What follows belongs to an exercise in optimizing a design on an open flow for small area and few clock cycles per item; a production flow would make more cautious choices. In this exercise RTL edits were held to simulation tests only and were not proved equivalent to the original.

File: design/flow/design.v
package acir_pkg;
  localparam int LW = 16;
  localparam int CW = 48;
  function automatic logic signed [LW-1:0] lane16(input logic [CW-1:0] w, input int k);
    lane16 = $signed(w[LW*k +: LW]);
  endfunction
endpackage
module acir_div #(
  parameter int STEPS = 1
) (
  input  logic [34:0] s_in,
  input  logic [16:0] m,
  output logic [34:0] s_out
);
  always_comb begin
    logic [34:0] s;
    logic [17:0] t;
    logic [18:0] d;
    s = s_in;
    for (int i = 0; i < STEPS; i++) begin
      t = {s[34:18], s[17]};
      d = {1'b0, t} - {2'b0, m};
      s = {(d[18] ? t[16:0] : d[16:0]), s[16:0], ~d[18]};
    end
    s_out = s;
  end
endmodule
module acir_mul_27x16 (
  input  logic [26:0] a,
  input  logic [15:0] b,
  output logic [42:0] p
);
  logic [18:0] bx;
  logic [28:0] r [9];
  logic [44:0] nb;
  logic [44:0] sum;
  assign bx = {2'b0, b, 1'b0};
  always_comb begin
    logic [2:0] t;
    logic       one, two, neg;
    logic [27:0] mag;
    nb = '0;
    for (int i = 0; i < 9; i++) begin
      t    = bx[2*i +: 3];
      one  = t[0] ^ t[1];
      two  = (t == 3'b011) || (t == 3'b100);
      neg  = t[2] && !(t[1] && t[0]);
      mag  = ({28{one}} & {1'b0, a}) | ({28{two}} & {a, 1'b0});
      r[i] = {!neg, mag ^ {28{neg}}};
      nb[2*i] = neg;
    end
  end
  assign sum = {16'd0, r[0]}
             + {14'd0, r[1], 2'd0}
             + {12'd0, r[2], 4'd0}
             + {10'd0, r[3], 6'd0}
             + {8'd0, r[4], 8'd0}
             + {6'd0, r[5], 10'd0}
             + {4'd0, r[6], 12'd0}
             + {2'd0, r[7], 14'd0}
             + {r[8], 16'd0}
             + nb
             + 45'haaab0000000;
  assign p = sum[42:0];
endmodule
module acir_mul_16x11 (
  input  logic [15:0] a,
  input  logic [10:0] b,
  output logic [26:0] p
);
  logic [12:0] bx;
  logic [17:0] r [6];
  logic [27:0] nb;
  logic [27:0] sum;
  assign bx = {1'b0, b, 1'b0};
  always_comb begin
    logic [2:0] t;
    logic       one, two, neg;
    logic [16:0] mag;
    nb = '0;
    for (int i = 0; i < 6; i++) begin
      t    = bx[2*i +: 3];
      one  = t[0] ^ t[1];
      two  = (t == 3'b011) || (t == 3'b100);
      neg  = t[2] && !(t[1] && t[0]);
      mag  = ({17{one}} & {1'b0, a}) | ({17{two}} & {a, 1'b0});
      r[i] = {!neg, mag ^ {17{neg}}};
      nb[2*i] = neg;
    end
  end
  assign sum = {10'd0, r[0]}
             + {8'd0, r[1], 2'd0}
             + {6'd0, r[2], 4'd0}
             + {4'd0, r[3], 6'd0}
             + {2'd0, r[4], 8'd0}
             + {r[5], 10'd0}
             + nb
             + 28'h5560000;
  assign p = sum[26:0];
endmodule
module acir_mul_17x9 (
  input  logic [16:0] a,
  input  logic [8:0] b,
  output logic [25:0] p
);
  logic [10:0] bx;
  logic [18:0] r [5];
  logic [26:0] nb;
  logic [26:0] sum;
  assign bx = {1'b0, b, 1'b0};
  always_comb begin
    logic [2:0] t;
    logic       one, two, neg;
    logic [17:0] mag;
    nb = '0;
    for (int i = 0; i < 5; i++) begin
      t    = bx[2*i +: 3];
      one  = t[0] ^ t[1];
      two  = (t == 3'b011) || (t == 3'b100);
      neg  = t[2] && !(t[1] && t[0]);
      mag  = ({18{one}} & {1'b0, a}) | ({18{two}} & {a, 1'b0});
      r[i] = {!neg, mag ^ {18{neg}}};
      nb[2*i] = neg;
    end
  end
  assign sum = {8'd0, r[0]}
             + {6'd0, r[1], 2'd0}
             + {4'd0, r[2], 4'd0}
             + {2'd0, r[3], 6'd0}
             + {r[4], 8'd0}
             + nb
             + 27'h2ac0000;
  assign p = sum[25:0];
endmodule
module acir_front (
  input  logic [47:0] box_one_min,
  input  logic [47:0] box_one_max,
  input  logic [47:0] box_two_min,
  input  logic [47:0] box_two_max,
  input  logic [47:0] vel_one,
  input  logic [47:0] vel_two,
  input  logic [15:0] mass_one,
  input  logic [15:0] mass_two,
  input  logic [8:0]  bounce_one,
  input  logic [8:0]  bounce_two,
  input  logic        fixed_one,
  input  logic        fixed_two,
  output logic        hit,
  output logic        applied,
  output logic [1:0]  ax,
  output logic        neg,
  output logic [16:0] msum,
  output logic [10:0] esum,
  output logic [15:0] dabs,
  output logic [26:0] pmul
);
  logic signed [15:0] lo1 [3], hi1 [3], lo2 [3], hi2 [3], va [3], vb [3];
  logic signed [16:0] ov [3];
  logic signed [16:0] dv [3];
  logic        cneg [3];
  always_comb begin
    logic signed [15:0] top, bot;
    logic signed [17:0] cd;
    logic signed [16:0] dh, dl;
    hit = 1'b1;
    for (int k = 0; k < 3; k++) begin
      lo1[k] = acir_pkg::lane16(box_one_min, k);
      hi1[k] = acir_pkg::lane16(box_one_max, k);
      lo2[k] = acir_pkg::lane16(box_two_min, k);
      hi2[k] = acir_pkg::lane16(box_two_max, k);
      va[k]  = acir_pkg::lane16(vel_one, k);
      vb[k]  = acir_pkg::lane16(vel_two, k);
      if (!((lo1[k] <= hi2[k]) && (hi1[k] >= lo2[k]))) hit = 1'b0;
      dh = 17'(hi2[k]) - 17'(hi1[k]);
      dl = 17'(lo2[k]) - 17'(lo1[k]);
      top = (dh > 17'sd0) ? hi1[k] : hi2[k];
      bot = dl[16] ? lo1[k] : lo2[k];
      ov[k] = 17'(top) - 17'(bot);
      cd = 18'(dl) + 18'(dh);
      cneg[k] = cd[17];
      dv[k] = 17'(vb[k]) - 17'(va[k]);
    end
  end
  always_comb begin
    logic signed [16:0] d;
    logic rok;
    if ((ov[0] < ov[1]) && (ov[0] < ov[2]))      ax = 2'd0;
    else if ((ov[1] < ov[0]) && (ov[1] < ov[2])) ax = 2'd1;
    else                                         ax = 2'd2;
    case (ax)
      2'd0:    begin neg = cneg[0]; d = dv[0]; end
      2'd1:    begin neg = cneg[1]; d = dv[1]; end
      default: begin neg = cneg[2]; d = dv[2]; end
    endcase
    rok = neg ? !d[16] : (d[16] || (d == 17'sd0));
    msum = {1'b0, mass_one} + {1'b0, mass_two};
    esum = {2'b0, bounce_one} + {2'b0, bounce_two} + 11'd512;
    dabs = d[16] ? 16'(-d) : d[15:0];
    applied = hit && !(fixed_one && fixed_two) && rok && (msum != 17'd0);
  end
  assign pmul = 27'(esum) * 27'(mass_one);
endmodule
module aabb_contact_impulse_resolver (
  input  logic          clk,
  input  logic          rst_n,
  input  logic          start,
  output logic          busy,
  input  logic [47:0]   in_box_one_min,
  input  logic [47:0]   in_box_one_max,
  input  logic [47:0]   in_box_two_min,
  input  logic [47:0]   in_box_two_max,
  input  logic [47:0]   in_vel_one,
  input  logic [47:0]   in_vel_two,
  input  logic [15:0]   in_mass_one,
  input  logic [15:0]   in_mass_two,
  input  logic [8:0]    in_bounce_one,
  input  logic [8:0]    in_bounce_two,
  input  logic          in_fixed_one,
  input  logic          in_fixed_two,
  output logic          out_valid,
  output logic          out_overlap,
  output logic          out_applied,
  output logic [1:0]    out_contact_axis,
  output logic          out_normal_negative,
  output logic [47:0]   out_new_vel_one,
  output logic [47:0]   out_new_vel_two
);
  localparam int L = 5;
  localparam int NF = 1;    
  function automatic int nsteps(input int g);
    nsteps = (g == 1) ? 1 : 4;
  endfunction
  assign busy = 1'b0;
  logic        f_hit, f_app;
  logic [1:0]  f_ax;
  logic        f_neg;
  logic [16:0] f_msum;
  logic [10:0] f_esum;
  logic [15:0] f_dabs;
  logic [26:0] f_pmul;
  acir_front u_front (
    .box_one_min(in_box_one_min),
    .box_one_max(in_box_one_max),
    .box_two_min(in_box_two_min),
    .box_two_max(in_box_two_max),
    .vel_one    (in_vel_one),
    .vel_two    (in_vel_two),
    .mass_one   (in_mass_one),
    .mass_two   (in_mass_two),
    .bounce_one (in_bounce_one),
    .bounce_two (in_bounce_two),
    .fixed_one  (in_fixed_one),
    .fixed_two  (in_fixed_two),
    .hit        (f_hit),
    .applied    (f_app),
    .ax         (f_ax),
    .neg        (f_neg),
    .msum       (f_msum),
    .esum       (f_esum),
    .dabs       (f_dabs),
    .pmul       (f_pmul)
  );
  logic [47:0] vel1_r [L+1];
  logic [47:0] vel2_r [L+1];
  logic        hit_r  [L+1];
  logic        app_r  [L+1];
  logic        wr1_r  [L+1];
  logic        wr2_r  [L+1];
  logic [1:0]  ax_r   [L+1];
  logic        neg_r  [L+1];
  logic [16:0] msum_r [L+1];
  logic        val_r  [L+1];
  always_ff @(posedge clk) begin
    if (!rst_n) begin
      for (int i = 0; i <= L; i++) val_r[i] <= 1'b0;
    end else begin
      val_r[0] <= start;
      for (int i = 1; i <= L; i++) val_r[i] <= val_r[i-1];
    end
  end
  always_ff @(posedge clk) begin
    vel1_r[0] <= in_vel_one;
    vel2_r[0] <= in_vel_two;
    hit_r[0]  <= f_hit;
    app_r[0]  <= f_app;
    wr1_r[0]  <= f_app && !in_fixed_one;
    wr2_r[0]  <= f_app && !in_fixed_two;
    ax_r[0]   <= f_ax;
    neg_r[0]  <= f_neg;
    msum_r[0] <= f_msum;
    for (int i = 1; i <= L; i++) begin
      vel1_r[i] <= vel1_r[i-1];
      vel2_r[i] <= vel2_r[i-1];
      hit_r[i]  <= hit_r[i-1];
      app_r[i]  <= app_r[i-1];
      wr1_r[i]  <= wr1_r[i-1];
      wr2_r[i]  <= wr2_r[i-1];
      ax_r[i]   <= ax_r[i-1];
      neg_r[i]  <= neg_r[i-1];
      msum_r[i] <= msum_r[i-1];
    end
  end
  logic [10:0] esum_r;
  logic [15:0] dabs_r;
  logic [26:0] pmul_r;
  always_ff @(posedge clk) begin
    esum_r <= f_esum;
    dabs_r <= f_dabs;
    pmul_r <= f_pmul;
  end
  logic [26:0] w_r   [L];
  logic [8:0]  low_r [L];
  logic [34:0] ds_r  [L+1];
  logic [42:0] s1_p;
  logic [26:0] s1_w;
  acir_mul_27x16 u_mul_p (.a(pmul_r), .b(dabs_r), .p(s1_p));
  acir_mul_16x11 u_mul_w (.a(dabs_r), .b(esum_r), .p(s1_w));
  always_ff @(posedge clk) begin
    w_r[1]   <= s1_w;
    low_r[1] <= s1_p[8:0];
  end
  for (genvar g = 1; g <= L; g++) begin : g_div
    logic [34:0] ds_n;
    acir_div #(.STEPS(nsteps(g))) u_div (
      .s_in ((g == 1) ? {1'b0, s1_p[42:9]} : ds_r[g-1]),
      .m    (msum_r[g-1]),
      .s_out(ds_n)
    );
    always_ff @(posedge clk) ds_r[g] <= ds_n;
    if (g > 1 && g < L) begin : g_pass
      always_ff @(posedge clk) begin
        w_r[g]   <= w_r[g-1];
        low_r[g] <= low_r[g-1];
      end
    end
  end
  logic [16:0] h_r;
  logic        lgt_r, leq_r, lnz_r;
  logic [19:0] x1_r;
  logic [25:0] l_mj;
  acir_mul_17x9 u_mul_mj (.a(msum_r[L-1]), .b(w_r[L-1][8:0]), .p(l_mj));
  always_ff @(posedge clk) begin
    logic [25:0] mj;
    logic signed [15:0] a1;
    logic ng;
    mj    = l_mj;
    ng    = neg_r[L-1];
    a1    = acir_pkg::lane16(vel1_r[L-1], int'(ax_r[L-1]));
    h_r   <= mj[25:9];
    lgt_r <= mj[8:0] > low_r[L-1];
    leq_r <= mj[8:0] == low_r[L-1];
    lnz_r <= low_r[L-1] != 9'd0;
    x1_r  <= (20'(a1) ^ {20{ng}}) + ~{2'b0, w_r[L-1][26:9]} + {19'd0, ng};
  end
  function automatic logic [15:0] sat16(input logic signed [19:0] x);
    if (x > 20'sd32767)       sat16 = 16'h7fff;
    else if (x < -20'sd32768) sat16 = 16'h8000;
    else                      sat16 = x[15:0];
  endfunction
  logic [34:0] fin_ds;
  acir_div #(.STEPS(NF)) u_divf (
    .s_in (ds_r[L]),
    .m    (msum_r[L]),
    .s_out(fin_ds)
  );
  always_comb begin
    logic [16:0] rp;
    logic [17:0] gq;
    logic signed [19:0] f1, f2, t1, t2;
    logic signed [15:0] a2;
    logic gt, eq, nz, adj1, adj2, ng;
    rp = fin_ds[34:18];
    gq = fin_ds[17:0];
    ng = neg_r[L];
    gt = (h_r > rp) || ((h_r == rp) && lgt_r);
    eq = (h_r == rp) && leq_r;
    nz = (rp != 17'd0) || lnz_r;
    f1 = $signed(x1_r) + $signed({2'b0, gq}) + $signed({19'b0, !gt});
    a2 = acir_pkg::lane16(vel2_r[L], int'(ax_r[L]));
    f2 = (20'(a2) ^ {20{ng}}) + $signed({2'b0, gq}) + $signed({19'b0, ng});
    adj1 = f1[19] && !eq;
    adj2 = f2[19] && nz;
    t1 = (f1 ^ {20{ng}}) + $signed({19'b0, ng ^ adj1});
    t2 = (f2 ^ {20{ng}}) + $signed({19'b0, ng ^ adj2});
    out_new_vel_one = vel1_r[L];
    out_new_vel_two = vel2_r[L];
    if (wr1_r[L]) out_new_vel_one[16*int'(ax_r[L]) +: 16] = sat16(t1);
    if (wr2_r[L]) out_new_vel_two[16*int'(ax_r[L]) +: 16] = sat16(t2);
  end
  assign out_valid           = val_r[L];
  assign out_overlap         = hit_r[L];
  assign out_applied         = app_r[L];
  assign out_contact_axis    = ax_r[L];
  assign out_normal_negative = neg_r[L];
endmodule
File: design/flow/flow/run.sh
#!/bin/bash
# The standard layout (standard.sh: ORFS with the standard flow's settings), except that
# the port buffers are made from the smallest buffer cell, buf_1, instead of
# the cell buffer_ports picks on its own. Every port still gets its buffer.
# The full output of the layout goes to layout.log in this folder; each ORFS
# step also keeps its own log under orfs/logs.
set -euo pipefail
bash standard.sh \
  "BUFFER_PORTS_ARGS=-buffer_cell sky130_fd_sc_hd__buf_1" \
  finish > layout.log 2>&1
File: design/flow/standard.sh
#!/bin/bash
# synth_recipe.tcl (not shown) runs the flow's synth.tcl, then flattens the netlist and writes it again
# the make line also repeats each setting of config.mk as NAME=value (left out here)
make -C /OpenROAD-flow-scripts/flow DESIGN_CONFIG=/design/flow/config.mk WORK_HOME=/design/flow/orfs CLKGATE_MAP_FILE= SYNTH_SCRIPT=/design/flow/synth_recipe.tcl "${@:-finish}"
File: design/flow/config.mk
export PLATFORM = sky130hd
export DESIGN_NAME = aabb_contact_impulse_resolver
export DESIGN_NICKNAME = aabb_contact_impulse_resolver
export VERILOG_FILES = /design/flow/design.v
export SDC_FILE = /design/flow/constraint.sdc
export NUM_CORES = 4
export LEC_CHECK = 0
export ABC_AREA = 1
export CAP_MARGIN = 20
export CORE_MARGIN = 2
export CORE_UTILIZATION = 40
export CTS_CLUSTER_DIAMETER = 200
export CTS_CLUSTER_SIZE = 20
export SLEW_MARGIN = 20
File: design/flow/constraint.sdc
create_clock -name core_clock -period 10.0 [get_ports {clk}]
set_input_delay 2.0000 -clock core_clock [delete_from_list [all_inputs] [get_ports {clk}]]
set_output_delay 2.0000 -clock core_clock [all_outputs]
set_load 0.01 [all_outputs]
==> notes.md, run 1 <==
- DIE AREA: 0.225 mm^2
- Nets: 13613
- Commonest non-fill, non-tap cell in the layout: nand2_1
- Cell repeated most along the worst path: nand2_1
- Initial Utilization: 0.403
- Tcrit/Tclk final: 0.961
- CTS Hold Bufs: 0
- Post-layout util: 0.451
- Vias in the first global route: 73072
- Final hold vios: 0
- Synthesis-to-finish area growth: 12.1%
- H-tree Lvls: 3
- CP Depth: 38
- Num CTS Buffers: 66
- Io pins: 446
- Largest net degree at the start of global routing: 65
- Share of layout cells above drive strength 1: 0.0864
- Via Count: 75015
- Hold path startpoint: vel2_r[2][31]$_DFF_P_
- Complex-gate fraction of the synthesized area: 0.132
- CP max-delay cell: fa_2
- Gpl congestion: 0.985
- Crit Path Class: register to primary output
- Largest family of logic cells by synthesized area: adder cells
- Die X: 474 um
- Antenna violations before repair: 30
- Status: finished clean
- Yosys cell types: 91
- Max-Cap Viols: 0
- Register area share after synthesis: 0.258
- Post-synthesis mux area share: 0.00171
- Clock root cell: clkbuf_16
- Req. time, crit path: 8.00 ns
- Fmax: 104 MHz
- Worst min path class: register to register
- Setup TNS: 0 ns
- DR pass1 iterations: 6
- Worst Setup EP: out_new_vel_one[44]
- Hold depth: 0
- Critical path's top delay family: simple AND/OR/NAND/NOR gates
- Clk slew on worst S/H paths: 0.11 ns
- CP startpoint: ds_r[5][32]$_DFF_P_
- Clk Latency, worst-skew pair: 0.73 ns
- Initial DRC count: 4970
- Total track usage: 0.237
- Remaining Overflow, GRT: 0
- CP Buf/Inv Count: 7
- Die height: 474 um
- DRC: 0
- Sink Count: 1139
- Commonest non-fill, non-tap cells in the layout: nand2_1 (1837), inv_1 (1685), ha_1 (1138), dfxtp_1 (1128), xor2_1 (868)
- Floorplan row count: 172
- R2R Path Start: msum_r[2][0]$_DFF_P_
- Core Area: 0.220 mm^2
- Tightest Pin Transition: 1.05 ns
- Synth Warn #: 45
- Startpoint Class: register
- Slew HR: 0.284
- Ys flop type: dfxtp_1
- Final setup violation count: 0
- Ys async rst share: 0
- Critical path endpoint category: primary output
- Post-synthesis simple-gate area fraction: 0.152
- Via-to-Cell Ratio: 5.12
- EDFF count, synth: 0
- Fin. max-slew vios: 0
- Mapped Avg Cell Area: 8.08 um^2
- R2R Path End: ds_r[3][22]$_DFF_P_
- HPWL Detailed: 230000 um
- Min Tclk post-route: 9.61 ns
- Critical path's largest stage delay: 0.43 ns
- Worst R2R Path Depth: 67
- CP max FO: 10
- Clock buffer depth: 3
- Synthesized area: 0.0885 mm^2
- Antenna Nets Post-Route: 0
- Post-Route Skew: 0.0613 ns
- CTS tree: yes
- First-pass GRT wire length: 419000 um
- Post-Synth Adder-Cell Area: 0.262
- Worst path arrival time: 7.61 ns
- Yosys reg bits: 1139
- Xor-xnor portion of the synthesized cell area: 0.105
- Routed WL per cell: 18.8 um
- I/O Buffers: 444
- Synthesized instance count: 10951
- Reg2reg setup slack: 0.68 ns
- Final Routed Wirelength: 276000 um
## registers in the layout, indices dropped and copies added (netlist names), 11 cells and up
signal,count
vel1_r,288
vel2_r,288
ds_r,175
w_r,108
msum_r,102
low_r,36
pmul_r,27
x1_r,20
h_r,17
dabs_r,16
ax_r,12
esum_r,11
## repair_timing
action	4_1_cts	5_1_grt
cloned	1	3
gates resized for setup	14	241
setup endpoints to repair	62	147
setup buffers	5	36
endpoints found under the hold margin	0	0
pin swaps	5	84
## kinds of logic (layout without fill, tap and decap cells)
group,count (synthesis),count (layout)
compound gates,2026,2028
flops,1139,1139
mux,15,15
buf+inv,2018,2744
other cells,1,19
simple gates,3100,3101
xor+xnor,1057,1057
fa+ha+maj,1595,1595
## cells in the mapped netlist, types with 18 or more instances
library cell	n	area, um^2
nand2_4	39	439
o211ai_1	27	203
ha_1	1161	14500
nand2_2	49	307
o22ai_1	377	2360
xor2_1	872	7640
nand2_1	1853	6960
fa_1	434	8690
a21oi_1	741	3710
buf_1	29	109
nand4_1	79	494
buf_2	32	160
o21ai_2	28	245
dfxtp_1	1139	22800
o21bai_1	87	653
a211oi_1	26	195
nand3_1	392	1960
or2_2	27	169
inv_1	1689	6340
xnor2_1	179	1570
clkbuf_1	186	698
a21o_1	44	330
nor3_1	78	390
o221ai_1	18	158
inv_2	32	120
nor4_1	26	163
a31oi_1	37	231
nor2_1	477	1790
o21ai_1	62	310
o21ai_0	466	2330
## per-layer routing
metal / up-vias / routed length (um) / global-route usage
met4: 0 / 9320 / 0.0751
met1: 35365 / 126000 / 0.325
met5: - / 0 / 0
met2: 2082 / 126000 / 0.387
li1: 37158 / - / -
met3: 410 / 14400 / 0.0278
## metrics by stage
step / setup WS [ns] / cell area [um^2] / hold WS [ns] / std cells
finish: 0.390 / 99200 / 0.298 / 14656
global route: -0.100 / 99200 / 0.311 / 14650
CTS: 0.0178 / 97900 / 0.294 / 14598
detailed placement: -0.483 / 96000 / 0.312 / 14519
global placement: -0.442 / 96000 / 0.310 / 14519
floorplan: 0.419 / 88500 / 0.310 / 10951
## how the worst min path moves through the flow
stage,endpoint,slack [ns]
floorplan,app_r[1]$_DFF_P_,0.31
global placement,vel1_r[2][16]$_DFF_P_,0.31
detailed placement,vel2_r[5][25]$_DFF_P_,0.31
CTS,vel2_r[3][31]$_DFF_P_,0.29
global route,vel2_r[5][16]$_DFF_P_,0.31
finish,vel2_r[3][31]$_DFF_P_,0.30
## cell type report
| cell class | instances | area, um^2 |
|---|---|---|
| Timing Repair Buffer | 931 | 5450 |
| Fill cell | 21754 | 121000 |
| Clock buffer | 67 | 1660 |
| Sequential cell | 1139 | 22800 |
| Clock inverter | 6 | 115 |
| Multi-Input combinational cell | 7797 | 58800 |
| Antenna cell | 18 | 45.0 |
| Inverter | 1739 | 6570 |
| Timing Repair inverter | 1 | 7.51 |
| Tap cell | 2958 | 3700 |
Testbench counts, summed over its fixed seeds: cycles 24,048, items 24,000.
==> run 2, diff against run 1 <==
--- a/design/flow/config.mk
+++ b/design/flow/config.mk
@@ -12,3 +12,4 @@
 export CTS_CLUSTER_DIAMETER = 200
 export CTS_CLUSTER_SIZE = 20
+export GPL_TIMING_DRIVEN = 0
 export SLEW_MARGIN = 20
==> notes.md, run 2 <==
- Ys flop type: dfxtp_1
- Clock buffer depth: 3
- DRC: 0
- Die height: 474 um
- First-pass GRT wire length: 427000 um
- Total track usage: 0.245
- Ys async rst share: 0
- Area after DPL: 0.0939 mm^2
- Via Count: 75415
- Hold slack: 0.289 ns
- Biggest regs: vel1_r x288, vel2_r x288, ds_r x175
- Synth top area share: 0.258
- Via-to-Cell Ratio: 5.16
- Antenna Nets Post-Route: 0
- Area leader, netlist: dfxtp_1
- Synth Warn #: 45
- H-tree Lvls: 3
- Reg2reg setup slack: 0.59 ns
- Gpl congestion: 0.997
- Initial Utilization: 0.403
- Final hold vios: 0
- Number of fill cells: 21715
- Final Routed Wirelength: 286000 um
- Share of layout cells above drive strength 1: 0.0885
- Fmax: 103 MHz
- DIE AREA: 0.225 mm^2
- Vias in the first global route: 72857
- CTS tree: yes
- Initial DRC count: 5291
- Routed WL per cell: 19.5 um
- Largest net degree at the start of global routing: 21
- Commonest cells in the synthesized netlist: nand2_1 (1853), inv_1 (1689), ha_1 (1161)
- Mapped Avg Cell Area: 8.08 um^2
- Fin area: 0.0996 mm^2
- Clk Latency, worst-skew pair: 0.73 ns
- Worst min path class: register to register
- Fin. max-slew vios: 0
- Register area share after synthesis: 0.258
- EDFF count, synth: 0
- Hold depth: 0
- Final setup violation count: 0
- Die X: 474 um
- Max-Cap Viols: 0
- Synthesized instance count: 10951
- Sink Count: 1139
- DR pass1 iterations: 5
- CP max FO: 7
- Crit Path Class: input pin to register
- CP max-delay cell: fa_2
- Top-count cell post-synth: nand2_1
- Nets: 13588
- Yosys reg bits: 1139
- Commonest non-fill, non-tap cells in the layout: nand2_1 (1817), inv_1 (1662), dfxtp_1 (1114), ha_1 (1109), xor2_1 (866)
- Tcrit/Tclk final: 0.970
- Req. time, crit path: 10.58 ns
- Floorplan row count: 172
- CTS Hold Bufs: 0
- Yosys cell types: 91
- Clock root cell: clkbuf_16
- Synthesized area: 0.0885 mm^2
- Synthesis-to-finish area growth: 12.6%
- Post-Route Skew: 0.0656 ns
- I/O Buffers: 444
- Io pins: 446
- Commonest non-fill, non-tap cell in the layout: nand2_1
- Remaining Overflow, GRT: 0
- Tightest Pin Transition: 1.14 ns
- Cell repeated most along the worst path: nand2_1
- Critical path's largest stage delay: 0.39 ns
- Critical path endpoint category: register
- Clk slew on worst S/H paths: 0.12 ns
- HPWL Detailed: 239000 um
- Min Tclk post-route: 9.70 ns
- Startpoint Class: input pin
- Area contributors post-synth: dfxtp_1 (26%), ha_1 (16%), fa_1 (9.8%)
- Core Area: 0.220 mm^2
- Antenna violations before repair: 21
- RSZ-0062 raised after global routing: yes
- Slew HR: 0.237
- Worst R2R Path Depth: 68
- Status: finished clean
- Worst path arrival time: 10.28 ns
- Num CTS Buffers: 66
## run 2: cell counts after synthesis
No cell type changed its count.
## run 2: area by class of cell
class	instances	area, um^2	share of cell area
Clock buffer	67	1660	0.0166
Multi-Input combinational cell	7794	59600	0.599
Tap cell	2958	3700	0.0372
Clock inverter	7	165	0.00166
Sequential cell	1139	22800	0.229
Inverter	1739	6640	0.0667
Buffer	258	1490	0.0150
Timing Repair Buffer	652	3430	0.0344
Antenna cell	13	32.5	0.000327
## run 2: per-stage QoR
stage	std cells	worst slack, ns	util	setup TNS [ns]
6_report	14627	0.301	0.453	0
2_1_floorplan	10951	0.419	-	0
3_5_place_dp	14353	-3.16	0.427	-140.64
3_3_place_gp	14353	-3.29	0.427	-139.16
4_1_cts	14471	-0.0460	0.440	-0.0460
5_1_grt	14619	-0.254	0.453	-6.05
## run 2: repair_timing
item / 4_1_cts / 5_1_grt
gates resized for setup: 177 / 544
pin swaps: 38 / 196
setup buffers: 53 / 155
cloned: 1 / 0
setup endpoints to repair: 160 / 154
hold endpoints to repair: 0 / 0
## run 2: final timing paths
| check | from | to |
|---|---|---|
| max | in_box_two_max[16] | wr1_r[0]$_DFF_P_ |
| min reg2reg | low_r[1][0]$_DFF_P_ | low_r[2][0]$_DFF_P_ |
| max reg2reg | msum_r[2][0]$_DFF_P_ | ds_r[3][18]$_DFF_P_ |
| min | low_r[1][0]$_DFF_P_ | low_r[2][0]$_DFF_P_ |
## run 2: routing by layer
layer | GRT usage | vias up | share of wire | wire length, um
li1 | - | 37128 | - | -
met1 | 0.340 | 35779 | 0.46 | 133000
met2 | 0.394 | 2031 | 0.45 | 129000
met3 | 0.0232 | 467 | 0.046 | 13100
met4 | 0.0849 | 10 | 0.039 | 11100
met5 | 0 | - | 0.00020 | 57
## run 2: worst max-delay path, delay by kind of cell
| kind | cells | cell delay (ns) |
|---|---|---|
| AND/OR/NAND/NOR | 23 | 2.17 |
| AO/OA/AOI/OAI | 20 | 3.41 |
| buffers and inverters | 8 | 0.93 |
| XOR/XNOR | 2 | 0.42 |
| adder cells (fa/ha/maj) | 5 | 1.29 |
## run 2: logic make-up after synthesis
family / Yosys count / synth area share
AO/OA/AOI/OAI: 2026 / 0.132
AND/OR/NAND/NOR: 3100 / 0.152
other: 1 / 0.0000424
flip-flops: 1139 / 0.258
adder cells (fa/ha/maj): 1595 / 0.262
XOR/XNOR: 1057 / 0.105
buffers and inverters: 2018 / 0.0887
multiplexers: 15 / 0.00171
==> run 3, diff against run 2 <==
--- a/design/flow/config.mk
+++ b/design/flow/config.mk
@@ -7,9 +7,8 @@
 export LEC_CHECK = 0
 export ABC_AREA = 1
-export CAP_MARGIN = 20
+export CAP_MARGIN = 10
 export CORE_MARGIN = 2
 export CORE_UTILIZATION = 40
 export CTS_CLUSTER_DIAMETER = 200
 export CTS_CLUSTER_SIZE = 20
-export GPL_TIMING_DRIVEN = 0
-export SLEW_MARGIN = 20
+export SLEW_MARGIN = 10
==> notes.md, run 3 <==
- Gpl congestion: 0.985
- DR pass1 iterations: 6
- Synth top area share: 0.258
- Synthesized instance count: 10951
- Fin area: 0.0990 mm^2
- RSZ-0062 raised after global routing: yes
- Met2 GRT Util: 0.386
- Io pins: 446
- Cell repeated most along the worst path: nand2_1
- Initial Utilization: 0.403
- Tightest Pin Transition: 1.30 ns
- Area leader, netlist: dfxtp_1
- Synth Warn #: 45
- EDFF count, synth: 0
- Gr busiest metal: met2
- Commonest non-fill, non-tap cell in the layout: nand2_1
- Reg2reg setup slack: 0.67 ns
- Placement Setup Slack: -0.464 ns
- Remaining Overflow, GRT: 0
- First-pass GRT wire length: 419000 um
- Tcrit/Tclk final: 0.954
- Commonest non-fill, non-tap cells in the layout: nand2_1 (1828), inv_1 (1685), ha_1 (1142), dfxtp_1 (1131), xor2_1 (868)
- Startpoint Class: register
- Num CTS Buffers: 66
- Share of layout cells above drive strength 1: 0.0856
- Synthesis-to-finish area growth: 12.0%
- Routed WL per cell: 18.8 um
- Ys async rst share: 0
- Core Area: 0.220 mm^2
- DIE AREA: 0.225 mm^2
- Die X: 474 um
- Area after DPL: 0.0960 mm^2
- Global Route met3 Usage: 0.0209
- Worst Setup EP: out_new_vel_one[17]
- Clk Latency, worst-skew pair: 0.71 ns
- Total track usage: 0.237
- Via Count: 74958
- Fmax: 105 MHz
- Via-to-Cell Ratio: 5.12
- Fin. max-slew vios: 0
- Initial DRC count: 5084
- Final Routed Wirelength: 275000 um
- Status: finished clean
- Global routing usage on met1: 0.330
- Top-count cell post-synth: nand2_1
- Nets: 13609
- Commonest cells in the synthesized netlist: nand2_1 (1853), inv_1 (1689), ha_1 (1161)
- Synthesized area: 0.0885 mm^2
- CP startpoint: ds_r[5][17]$_DFF_P_
- Mapped Avg Cell Area: 8.08 um^2
- Biggest regs: vel1_r x288, vel2_r x288, ds_r x175
- R2R Path End: ds_r[3][18]$_DFF_P_
- Register area share after synthesis: 0.258
- Slew HR: 0.133
- CP max FO: 10
- Worst R2R Path Depth: 69
- Yosys reg bits: 1139
- Antenna violations before repair: 31
- Yosys cell types: 91
- Critical path endpoint category: primary output
- Worst min path class: register to register
- Ys flop type: dfxtp_1
- Worst path arrival time: 7.54 ns
- Crit Path Class: register to primary output
- Area contributors post-synth: dfxtp_1 (26%), ha_1 (16%), fa_1 (9.8%)
- Largest net degree at the start of global routing: 65
- Critical path's largest stage delay: 0.44 ns
- Clk slew on worst S/H paths: 0.11 ns
- Final setup margin: 0.458 ns
- Final setup violation count: 0
- Die height: 474 um
- Vias in the first global route: 73163
- CTS tree: yes
- Sink Count: 1139
- DRC: 0
- H-tree Lvls: 3
- Floorplan row count: 172
- HPWL Detailed: 230000 um
- Clock root cell: clkbuf_16
- R2R Path Start: ds_r[2][17]$_DFF_P_
- Req. time, crit path: 8.00 ns
- Final hold vios: 0
- Antenna Nets Post-Route: 0
- Max-Cap Viols: 0
- Clock buffer depth: 3
- Min Tclk post-route: 9.54 ns
- Post-Route Skew: 0.0421 ns
- I/O Buffers: 444
- CP max-delay cell: or3_1
## run 3: cell counts after synthesis
Identical to the previous run, type by type.
## run 3: timing repair
item                                   CTS  global route
pin swaps                                5            75
endpoints found under the hold margin    0             0
resized for setup                       18           236
setup endpoints to repair               62           151
setup buffers                            7            32
gates cloned                             0             3
hold buffers                             0             0
## run 3: area by class of cell
cell class | count | area (um^2)
Tap cell | 2958 | 3700
Fill cell | 21834 | 121000
Timing Repair Buffer | 929 | 5460
Timing Repair inverter | 1 | 7.51
Sequential cell | 1139 | 22800
Clock buffer | 67 | 1660
Antenna cell | 16 | 40.0
Inverter | 1739 | 6570
Clock inverter | 6 | 119
Multi-Input combinational cell | 7795 | 58700
## run 3: worst min-delay path by stage
stage                                     start                    end  slack [ns]  depth (start not counted)
after floorplan                app_r[0]$_DFF_P_       app_r[1]$_DFF_P_        0.31                          0
after global placement    vel1_r[1][16]$_DFF_P_  vel1_r[2][16]$_DFF_P_        0.31                          0
after detailed placement       app_r[2]$_DFF_P_       app_r[3]$_DFF_P_        0.31                          0
after CTS                   low_r[1][6]$_DFF_P_    low_r[2][6]$_DFF_P_        0.31                          0
after global routing        low_r[2][2]$_DFF_P_    low_r[3][2]$_DFF_P_        0.31                          0
final                       low_r[1][6]$_DFF_P_    low_r[2][6]$_DFF_P_        0.31                          0
## run 3: cell families (layout without fill, tap and decap cells)
kind of cell             count (synthesis)  after routing  share of synthesized area
adder cells (fa/ha/maj)               1595           1595                      0.262
XOR/XNOR                              1057           1057                      0.105
multiplexers                            15             15                    0.00171
AO/OA/AOI/OAI                         2026           2026                      0.132
buffers and inverters                 2018           2742                     0.0887
AND/OR/NAND/NOR                       3100           3101                      0.152
flip-flops                            1139           1139                      0.258
other                                    1             17                  0.0000424
## run 3: worst max-delay path, delay by kind of cell, from the launching register on
| kind | cells | cell delay, ns |
|---|---|---|
| AOI/OAI and AO/OA | 8 | 1.30 |
| and+or+nand+nor | 22 | 2.78 |
| xor gates and xnor gates | 1 | 0.20 |
| DFF | 1 | 0.35 |
| buffers and inverters | 5 | 0.56 |
| adders and majority gates | 6 | 1.62 |
## run 3: per-layer routing
| metal | vias to the layer above | routed length (um) |
|---|---|---|
| li1 | 37152 | - |
| met5 | - | 0 |
| met1 | 35246 | 127000 |
| met4 | 0 | 9590 |
| met3 | 426 | 13600 |
| met2 | 2134 | 125000 |
## run 3: metrics by stage
step,instances,hold slack (ns),utilization,TNS (ns)
after floorplan,10951,0.310,-,0
after global placement,14519,0.310,0.437,-5.01
after detailed placement,14519,0.312,0.437,-7.63
after CTS,14599,0.312,0.446,0
after global routing,14646,0.313,0.451,-3.38
final,14650,0.310,0.451,0
==> run 4, diff against run 3 <==
--- a/design/flow/config.mk
+++ b/design/flow/config.mk
@@ -9,6 +9,7 @@
 export CAP_MARGIN = 10
 export CORE_MARGIN = 2
-export CORE_UTILIZATION = 40
+export CORE_UTILIZATION = 45
 export CTS_CLUSTER_DIAMETER = 200
 export CTS_CLUSTER_SIZE = 20
+export PLACE_DENSITY = 0.68
 export SLEW_MARGIN = 10
==> notes.md, run 4 <==
- CTS tree: yes
- Synthesized instance count: 10951
- Share of layout cells above drive strength 1: 0.0840
- Clk Latency, worst-skew pair: 0.70 ns
- Top-count cell post-synth: nand2_1
- CP max-delay cell: dfxtp_2
- Fmax: 104 MHz
- DR pass1 iterations: 6
- Commonest cells in the synthesized netlist: nand2_1 (1853), inv_1 (1689), ha_1 (1161)
- Post-layout util: 0.505
- Req. time, crit path: 8.00 ns
- Io pins: 446
- Synth top area share: 0.258
- HPWL Detailed: 221000 um
- CP max FO: 11
- Num CTS Buffers: 66
- Via-to-Cell Ratio: 5.29
- Area contributors post-synth: dfxtp_1 (26%), ha_1 (16%), fa_1 (9.8%)
- EDFF count, synth: 0
- Yosys reg bits: 1139
- Min Tclk post-route: 9.63 ns
- Via Count: 75649
- Tcrit/Tclk final: 0.963
- Tightest Pin Transition: 1.15 ns
- Die X: 447 um
- Core Area: 0.195 mm^2
- Nets: 13580
- Synth Warn #: 45
- Critical path's largest stage delay: 0.38 ns
- Clock root cell: clkbuf_16
- Mapped Avg Cell Area: 8.08 um^2
- Commonest non-fill, non-tap cell in the layout: nand2_1
- Worst min path class: register to register
- Setup TNS: 0 ns
- Sink Count: 1139
- I/O Buffers: 444
- Clock buffer depth: 3
- Yosys cell types: 91
- Final setup violation count: 0
- Slew HR: 0.232
- Register area share after synthesis: 0.258
- Synthesis-to-finish area growth: 11.4%
- Die height: 447 um
- Routed WL per cell: 18.6 um
- Startpoint Class: register
- DRC: 0
- Final Routed Wirelength: 266000 um
- Worst R2R Path Depth: 66
- Synthesized area: 0.0885 mm^2
- Ys flop type: dfxtp_1
- Critical path endpoint category: primary output
- Largest net degree at the start of global routing: 65
- Number of fill cells: 18560
- Vias in the first global route: 73834
- Antenna violations before repair: 29
- Initial Utilization: 0.453
- Cell repeated most along the worst path: nand2_1
- Post-Route Skew: 0.0502 ns
- Final hold vios: 0
- Max-Cap Viols: 0
- Clk slew on worst S/H paths: 0.10 ns
- Worst path arrival time: 7.63 ns
- Biggest regs: vel1_r x288, vel2_r x288, ds_r x175
- Area leader, netlist: dfxtp_1
- Hold depth: 0
- DIE AREA: 0.200 mm^2
- CTS Hold Bufs: 0
- Area after DPL: 0.0953 mm^2
- Floorplan row count: 162
- First-pass GRT wire length: 407000 um
- Antenna Nets Post-Route: 0
- Crit Path Class: register to primary output
- Status: finished clean
- Fin. max-slew vios: 0
- Total track usage: 0.257
- Fin area: 0.0985 mm^2
- H-tree Lvls: 3
- Commonest non-fill, non-tap cells in the layout: nand2_1 (1832), inv_1 (1682), ha_1 (1137), dfxtp_1 (1132), xor2_1 (870)
- Initial DRC count: 5402
- Remaining Overflow, GRT: 0
- Ys async rst share: 0
- Gpl congestion: 1.00
-- run 4: cell type report --
type                       count  area, um^2  share of cell area
inverter                    1739        6590              0.0669
clock inverter                 6         121             0.00123
tap                         2624        3280              0.0333
clock buffer                  68        1680              0.0171
sequential                  1139       22800               0.231
timing repair buffer         896        5210              0.0529
timing repair inverter         2        12.5            0.000127
multi-input combinational   7798       58800               0.596
antenna                       26        65.1            0.000660
-- run 4: metrics by stage --
| step | worst slack [ns] | instances | hold slack [ns] |
|---|---|---|---|
| 6_report | 0.372 | 14298 | 0.296 |
| 5_1_grt | -0.102 | 14287 | 0.302 |
| 4_1_cts | 0.0120 | 14220 | 0.295 |
| 3_5_place_dp | -0.390 | 14142 | 0.312 |
| 3_3_place_gp | -0.421 | 14142 | 0.310 |
| 2_1_floorplan | 0.419 | 10951 | 0.310 |
-- run 4: kinds of logic (layout without fill, tap and decap cells) --
logic type / after synthesis / in the layout / share of synthesized area
buf+inv: 2018 / 2711 / 0.0887
simple gates: 3100 / 3101 / 0.152
flops: 1139 / 1139 / 0.258
fa+ha+maj: 1595 / 1595 / 0.262
compound gates: 2026 / 2029 / 0.132
xor+xnor: 1057 / 1057 / 0.105
mux: 15 / 15 / 0.00171
other cells: 1 / 27 / 0.0000424
-- run 4: metal layers --
metal	vias to the layer above	wire (um)	global-route usage
met3	563	16000	0.0338
met2	2420	120000	0.416
met1	35547	117000	0.342
li1	37119	-	-
met5	-	0	0
met4	0	13100	0.114
-- run 4: worst paths after layout --
check | end | from | slack (ns)
max | out_new_vel_one[44] | msum_r[5][14]$_DFF_P_ | 0.37
min | low_r[3][3]$_DFF_P_ | low_r[2][3]$_DFF_P_ | 0.30
max reg2reg | ds_r[3][20]$_DFF_P_ | msum_r[2][7]$_DFF_P_ | 0.54
min reg2reg | low_r[3][3]$_DFF_P_ | low_r[2][3]$_DFF_P_ | 0.30
-- run 4: worst max-delay path: cells and delay by family, from the launching register on --
family                     cells  cell delay (ns)
AOI/OAI and AO/OA              8             1.23
xor gates and xnor gates       1             0.16
adders and majority gates      5             1.52
buffers and inverters          7             0.79
DFF                            1             0.38
and+or+nand+nor               22             2.82
-- run 4: repair_timing --
action	CTS	global route
pin swaps	3	84
gates resized for setup	16	251
gates cloned	1	5
endpoints found under the setup margin	62	154
setup buffers	3	47
==> run 5, diff against run 4 <==
--- a/design/flow/config.mk
+++ b/design/flow/config.mk
@@ -7,5 +7,5 @@
 export LEC_CHECK = 0
 export ABC_AREA = 1
-export CAP_MARGIN = 10
+export CAP_MARGIN = 20
 export CORE_MARGIN = 2
 export CORE_UTILIZATION = 45
@@ -13,3 +13,3 @@
 export CTS_CLUSTER_SIZE = 20
 export PLACE_DENSITY = 0.68
-export SLEW_MARGIN = 10
+export SLEW_MARGIN = 20
==> notes.md, run 5 <==
- Tcrit/Tclk final: 0.953
- First-pass GRT wire length: 408000 um
- Hold EP: low_r[3][3]$_DFF_P_
- Vias in the first global route: 73885
- Final Routed Wirelength: 265000 um
- DRC: 0
- Cell repeated most along the worst path: nand2_1
- Req. time, crit path: 8.00 ns
- Synthesized area: 0.0885 mm^2
- Biggest regs: vel1_r x288, vel2_r x288, ds_r x175
- Final setup margin: 0.473 ns
- Complex-gate fraction of the synthesized area: 0.132
- Xor-xnor portion of the synthesized cell area: 0.105
- Setup TNS: 0 ns
- Remaining Overflow, GRT: 0
- Synth top area share: 0.258
- Top-count cell post-synth: nand2_1
- Reg2reg setup slack: 0.59 ns
- Worst path arrival time: 7.53 ns
- Fmax: 105 MHz
- Commonest non-fill, non-tap cell in the layout: nand2_1
- Gpl congestion: 1.00
- Number of fill cells: 18403
- RSZ-0062 raised after global routing: yes
- Crit Path Class: register to primary output
- Critical path's top delay family: simple AND/OR/NAND/NOR gates
- Fin area: 0.0984 mm^2
- CTS tree: yes
- Register Area: 0.0228 mm^2
- HPWL Detailed: 221000 um
- Initial DRC count: 5472
- CP max FO: 10
- Clk slew on worst S/H paths: 0.11 ns
- Sink Count: 1139
- DR pass1 iterations: 8
- Synth Warn #: 45
- Startpoint Class: register
- I/O Buffers: 444
- Min Tclk post-route: 9.53 ns
- H-tree Lvls: 3
- Largest net degree at the start of global routing: 65
- Floorplan row count: 162
- CP max-delay cell: dfxtp_1
- Total track usage: 0.257
- Hold path startpoint: low_r[2][3]$_DFF_P_
- Status: finished clean
- Critical path's largest stage delay: 0.45 ns
- Routed WL per cell: 18.6 um
- R2R Path End: ds_r[3][34]$_DFF_P_
- Worst min path class: register to register
- Register area share after synthesis: 0.258
- Initial Utilization: 0.453
- CP Buf/Inv Count: 5
- R2R Path Start: msum_r[2][0]$_DFF_P_
- Core Area: 0.195 mm^2
- Worst R2R Path Depth: 67
- Area leader, netlist: dfxtp_1
- Num CTS Buffers: 66
- Clock root cell: clkbuf_16
- Tightest Pin Transition: 1.15 ns
- Io pins: 446
- Share of layout cells above drive strength 1: 0.0833
- Nets: 13574
- Clock buffer depth: 3
- Commonest cells in the synthesized netlist: nand2_1 (1853), inv_1 (1689), ha_1 (1161)
- Die height: 447 um
- Fin. max-slew vios: 0
- Post-Synth Adder-Cell Area: 0.262
- Commonest non-fill, non-tap cells in the layout: nand2_1 (1834), inv_1 (1684), ha_1 (1141), dfxtp_1 (1128), xor2_1 (869)
- Area after DPL: 0.0953 mm^2
- Post-layout util: 0.504
- Ys flop type: dfxtp_1
- Via-to-Cell Ratio: 5.31
- Placement Setup Slack: -0.436 ns
- Post-synthesis mux area share: 0.00171
- EDFF count, synth: 0
- Max-Cap Viols: 0
- Antenna violations before repair: 29
- Yosys cell types: 91
- Largest family of logic cells by synthesized area: adder cells
- Clk Latency, worst-skew pair: 0.69 ns
- Via Count: 75896
- Yosys reg bits: 1139
- Final setup violation count: 0
- Final hold vios: 0
- Area contributors post-synth: dfxtp_1 (26%), ha_1 (16%), fa_1 (9.8%)
- Ys async rst share: 0
- Antenna Nets Post-Route: 0
- Mapped Avg Cell Area: 8.08 um^2
- Synthesis-to-finish area growth: 11.3%
- Die X: 447 um
- DIE AREA: 0.200 mm^2
- Slew HR: 0.216
- Area of the multi-input gates: 0.0587 mm^2
- Post-synthesis simple-gate area fraction: 0.152
- Synthesized instance count: 10951
- Critical path endpoint category: primary output
- Hold depth: 0
- Post-Route Skew: 0.0457 ns
[run 5: changes by cell type in the layout (fill, tap and decap cells not counted), sizes merged]
cell and change:
buf -4, a21boi -2, clkinv +2, inv -2
[run 5: final cells by class]
| class | instances | area share |
|---|---|---|
| Sequential cell | 1139 | 0.232 |
| Multi-Input combinational cell | 7796 | 0.596 |
| Timing Repair Buffer | 892 | 0.0529 |
| Clock buffer | 68 | 0.0171 |
| Tap cell | 2624 | 0.0334 |
| Inverter | 1739 | 0.0669 |
| Clock inverter | 6 | 0.00123 |
| Antenna cell | 26 | 0.000661 |
| Timing Repair inverter | 2 | 0.000127 |
[run 5: stage by stage]
step,std cells,hold WS [ns]
finish,14292,0.303
global route,14285,0.307
CTS,14222,0.297
detailed placement,14142,0.312
global placement,14142,0.310
floorplan,10951,0.310
[run 5: worst max-delay path by stage]
stage | depth (start not counted) | slack, ns | endpoint | startpoint
6_report | 41 | 0.47 | out_new_vel_one[28] | msum_r[5][13]$_DFF_P_
5_1_grt | 67 | -0.08 | ds_r[5][32]$_DFF_P_ | ds_r[4][17]$_DFF_P_
4_1_cts | 46 | 0.01 | out_new_vel_one[45] | msum_r[5][14]$_DFF_P_
3_5_place_dp | 61 | -0.44 | dabs_r[15]$_DFF_P_ | in_box_one_max[16]
3_3_place_gp | 61 | -0.42 | dabs_r[15]$_DFF_P_ | in_box_one_max[16]
2_1_floorplan | 53 | 0.42 | dabs_r[6]$_DFF_P_ | in_box_two_max[16]
[run 5: worst register-to-register path, delay by kind of cell, from the launching register on]
kind / cells / cell delay [ns]
AOI/OAI and AO/OA: 27 / 3.83
and+or+nand+nor: 29 / 2.78
adders and majority gates: 5 / 1.79
buffers and inverters: 6 / 0.59
DFF: 1 / 0.35
[run 5: per-layer routing]
| layer | global-route usage | part of all wire | vias to the layer above | routed length, um |
|---|---|---|---|---|
| met5 | 0 | 0 | - | 0 |
| met4 | 0.117 | 0.050 | 0 | 13300 |
| met3 | 0.0327 | 0.061 | 587 | 16100 |
| met2 | 0.415 | 0.45 | 2552 | 120000 |
| met1 | 0.342 | 0.44 | 35682 | 116000 |
| li1 | - | - | 37075 | - |
[run 5: cell families after synthesis]
family                     count (synthesis)
adders and majority gates               1595
buffers and inverters                   2018
muxes                                     15
other                                      1
DFF                                     1139
and+or+nand+nor                         3100
AOI/OAI and AO/OA                       2026
xor gates and xnor gates                1057
[run 5: timing repair]
| action | 4_1_cts | 5_1_grt |
|---|---|---|
| endpoints found under the hold margin | 0 | 0 |
| endpoints found under the setup margin | 62 | 153 |
| pin swaps | 3 | 66 |
| gates resized for setup | 16 | 241 |
| hold buffers | 0 | 0 |
| gates cloned | 1 | 3 |
| setup buffers | 5 | 41 |
==> run 6, diff against run 5 <==
--- a/design/flow/design.v
+++ b/design/flow/design.v
@@ -13,4 +13,26 @@
   output logic [34:0] s_out
 );
+  function automatic logic [18:0] sub_bk(input logic [17:0] t, input logic [16:0] mm);
+    logic [17:0] b, g, p, gg, pp;
+    b  = ~{1'b0, mm};
+    g  = t & b;
+    p  = t ^ b;
+    gg = g;
+    pp = p;
+    gg[0] = g[0] | p[0];               
+    for (int d = 1; d < 18; d = d * 2) begin
+      for (int i = 2*d - 1; i < 18; i += 2*d) begin
+        gg[i] = gg[i] | (pp[i] & gg[i-d]);
+        pp[i] = pp[i] & pp[i-d];
+      end
+    end
+    for (int d = 8; d >= 1; d = d / 2) begin
+      for (int i = 3*d - 1; i < 18; i += 2*d) begin
+        gg[i] = gg[i] | (pp[i] & gg[i-d]);
+        pp[i] = pp[i] & pp[i-d];
+      end
+    end
+    sub_bk = {gg[17], p ^ {gg[16:0], 1'b1}};
+  endfunction
   always_comb begin
     logic [34:0] s;
@@ -20,6 +42,6 @@
     for (int i = 0; i < STEPS; i++) begin
       t = {s[34:18], s[17]};
-      d = {1'b0, t} - {2'b0, m};
-      s = {(d[18] ? t[16:0] : d[16:0]), s[16:0], ~d[18]};
+      d = sub_bk(t, m);
+      s = {(d[18] ? d[16:0] : t[16:0]), s[16:0], d[18]};
     end
     s_out = s;
--- a/design/flow/config.mk
+++ b/design/flow/config.mk
@@ -9,7 +9,6 @@
 export CAP_MARGIN = 20
 export CORE_MARGIN = 2
-export CORE_UTILIZATION = 45
+export CORE_UTILIZATION = 40
 export CTS_CLUSTER_DIAMETER = 200
 export CTS_CLUSTER_SIZE = 20
-export PLACE_DENSITY = 0.68
 export SLEW_MARGIN = 20
==> notes.md, run 6 <==
- Routed WL per cell: 19.2 um
- Register area share after synthesis: 0.262
- Clock root cell: clkbuf_16
- Nets: 13761
- Post-layout util: 0.477
- Yosys cell types: 84
- Synthesis-to-finish area growth: 18.7%
- CTS tree: yes
- Synth top area share: 0.262
- Antenna Nets Post-Route: 0
- Largest net degree at the start of global routing: 65
- Status: finished with violations
- Commonest non-fill, non-tap cell in the layout: inv_1
- Critical path endpoint category: primary output
- Min Tclk post-route: 10.40 ns
- Sink Count: 1139
- Core Area: 0.217 mm^2
- Io pins: 446
- Req. time, crit path: 8.00 ns
- DRC: 0
- Area of the multi-input gates: 0.0587 mm^2
- Cell repeated most along the worst path: buf_4
- HPWL Detailed: 234000 um
- Violated checks: setup timing
- Clock buffer depth: 3
- Top-count cell post-synth: inv_1
- Tightest Pin Transition: 1.44 ns
- First-pass GRT wire length: 426000 um
- Ys flop type: dfxtp_1
- Post-Route Skew: 0.0527 ns
- Biggest regs: vel1_r x288, vel2_r x288, ds_r x175
- Final Routed Wirelength: 280000 um
- Critical path's top delay family: buffers and inverters
- H-tree Lvls: 3
- Slew HR: 0.0384
- Register Area: 0.0228 mm^2
- Num CTS Buffers: 66
- Final setup violation count: 45
- Via Count: 74028
- Worst min path class: register to register
- DR pass1 iterations: 6
- Share of layout cells above drive strength 1: 0.147
- Die height: 471 um
- Final hold vios: 0
- Commonest cells in the synthesized netlist: inv_1 (1776), nand2_1 (1771), ha_1 (1140)
- Area leader, netlist: dfxtp_1
- Floorplan row count: 171
- Number of fill cells: 21075
- Clk slew on worst S/H paths: 0.11 ns
- Fin. max-slew vios: 0
- Initial Utilization: 0.402
- I/O Buffers: 444
- Initial DRC count: 5509
- Crit Path Class: register to primary output
- Die X: 471 um
- Hold slack: 0.287 ns
- RSZ-0062 raised after global routing: yes
- Synth Warn #: 45
- Area contributors post-synth: dfxtp_1 (26%), ha_1 (16%), fa_1 (13%)
- Synthesized instance count: 10502
- Gpl congestion: 0.999
- Total track usage: 0.245
- CP Buf/Inv Count: 22
- EDFF count, synth: 0
- Remaining Overflow, GRT: 0
- Critical path's largest stage delay: 0.56 ns
- Ys async rst share: 0
- DIE AREA: 0.222 mm^2
- CP max-delay cell: fa_2
- Commonest non-fill, non-tap cells in the layout: inv_1 (1742), nand2_1 (1667), dfxtp_1 (1116), ha_1 (1115), buf_4 (941)
- Vias in the first global route: 73107
- Antenna violations before repair: 41
- Startpoint Class: register
- Placement Setup Slack: -1.07 ns
- Synthesized area: 0.0871 mm^2
- Final setup margin: -0.403 ns
- CP max FO: 7
- Tcrit/Tclk final: 1.04
- Mapped Avg Cell Area: 8.30 um^2
- Via-to-Cell Ratio: 5.07
- Fmax: 96.1 MHz
- Max-Cap Viols: 0
- Clk Latency, worst-skew pair: 0.72 ns
- Yosys reg bits: 1139
- Worst path arrival time: 8.40 ns
## run 6: changes by cell type in the layout (fill, tap and decap cells not counted), moves of 51 or more
| cell | change |
|---|---|
| nand3_1 | -51 |
| inv_1 | +58 |
| buf_4 | +512 |
| o21ai_0 | -85 |
| fa_1 | +118 |
| nand2_1 | -167 |
| a21oi_1 | -214 |
| xor2_1 | -119 |
## run 6: repair_timing
item                       CTS  global route
gates cloned                 2             5
gates resized for setup    219           499
setup buffers               36            86
setup endpoints to repair  114           174
hold buffers                 0             0
pin swaps                   65           243
## run 6: metrics by stage
| step | instances | cell area, um^2 | TNS (ns) |
|---|---|---|---|
| 3_5_place_dp | 14377 | 97800 | -42.54 |
| 4_1_cts | 14487 | 101000 | -15.71 |
| 2_1_floorplan | 10503 | 87100 | 0 |
| 5_1_grt | 14582 | 103000 | -39.74 |
| 3_3_place_gp | 14376 | 97800 | -32.06 |
| 6_report | 14588 | 103000 | -15.10 |
## run 6: kinds of logic after synthesis
family,Yosys count,share of synthesized area
and+or+nand+nor,2886,0.140
AOI/OAI and AO/OA,1712,0.116
xor gates and xnor gates,933,0.0941
adders and majority gates,1702,0.293
DFF,1139,0.262
muxes,33,0.00398
other,1,0.0000430
buffers and inverters,2096,0.0918
## run 6: layout make-up
type	count	area share
Multi-Input combinational cell	7271	0.568
Sequential cell	1139	0.221
Timing Repair Buffer	1424	0.0932
Inverter	1814	0.0662
Tap cell	2854	0.0345
Clock buffer	67	0.0160
Clock inverter	6	0.00111
Antenna cell	13	0.000315
## run 6: path summary, 6_finish.rpt
path	from	to	slack (ns)	cells after the start
worst min register to register	w_r[2][7]$_DFF_P_	w_r[3][7]$_DFF_P_	0.29	0
worst max-delay path	ds_r[5][17]$_DFF_P_	out_new_vel_one[46]	-0.40	54
worst min-delay path	w_r[2][7]$_DFF_P_	w_r[3][7]$_DFF_P_	0.29	0
worst max register to register	msum_r[1][3]$_DFF_P_	ds_r[2][30]$_DFF_P_	0.56	68
## run 6: per-layer routing
metal,GRT usage,up-vias,part of all wire
met5,0,-,0.00053
met4,0.0674,22,0.031
met3,0.0337,378,0.059
met2,0.391,2086,0.45
met1,0.345,35271,0.46
li1,-,36271,-
## run 6: worst register-to-register path: cells and delay by family, from the launching register on
family,cells,cell delay (ns)
DFF,1,0.41
AOI/OAI and AO/OA,18,2.90
and+or+nand+nor,34,3.33
adders and majority gates,4,1.15
buffers and inverters,11,1.30
muxes,1,0.31
Testbench counts of run 6, summed over its fixed seeds: cycles 24,048, items 24,000.

-- afterwards: timing with drivers on the ports --
The flow's constraints put no driver on any port. The routed layouts listed below were extracted and timed again, unchanged, in two steps.
Step 1 assumes that a clkbuf_16 drives the clock port and a buf_2 every other input.
Step 2 moves the port delays by t, midway between the first and last clock arrival at a register: inputs arrive t later, outputs are due t later. That takes back most of the time a late clock gives input paths.
a / b / c = ideal ports / drivers / drivers and shift; a / b = the first two.
run	shift t [ns]	setup slack, ns	worst hold slack (ns)	latest minus earliest clock arrival (ns)
run 1	0.775	0.390 / 0.311 / -0.139	0.298 / 0.298 / 0.298	0.070 / 0.070
run 2	0.778	0.301 / 0.250 / -0.462	0.289 / 0.289 / 0.289	0.066 / 0.065
run 3	0.767	0.458 / 0.379 / -0.107	0.310 / 0.310 / 0.310	0.046 / 0.046
run 4	0.756	0.372 / 0.293 / -0.099	0.296 / 0.296 / 0.296	0.051 / 0.051
run 5	0.746	0.473 / 0.396 / -0.064	0.303 / 0.303 / 0.303	0.049 / 0.049
run 6	0.771	-0.403 / -0.485 / -0.366	0.287 / 0.287 / 0.287	0.054 / 0.054
Met with ideal ports but missed after step 2: setup timing in 5 of these runs. For run 2, which loses most, drivers alone change the setup slack by -0.051 ns; drivers and shift together by -0.763 ns.
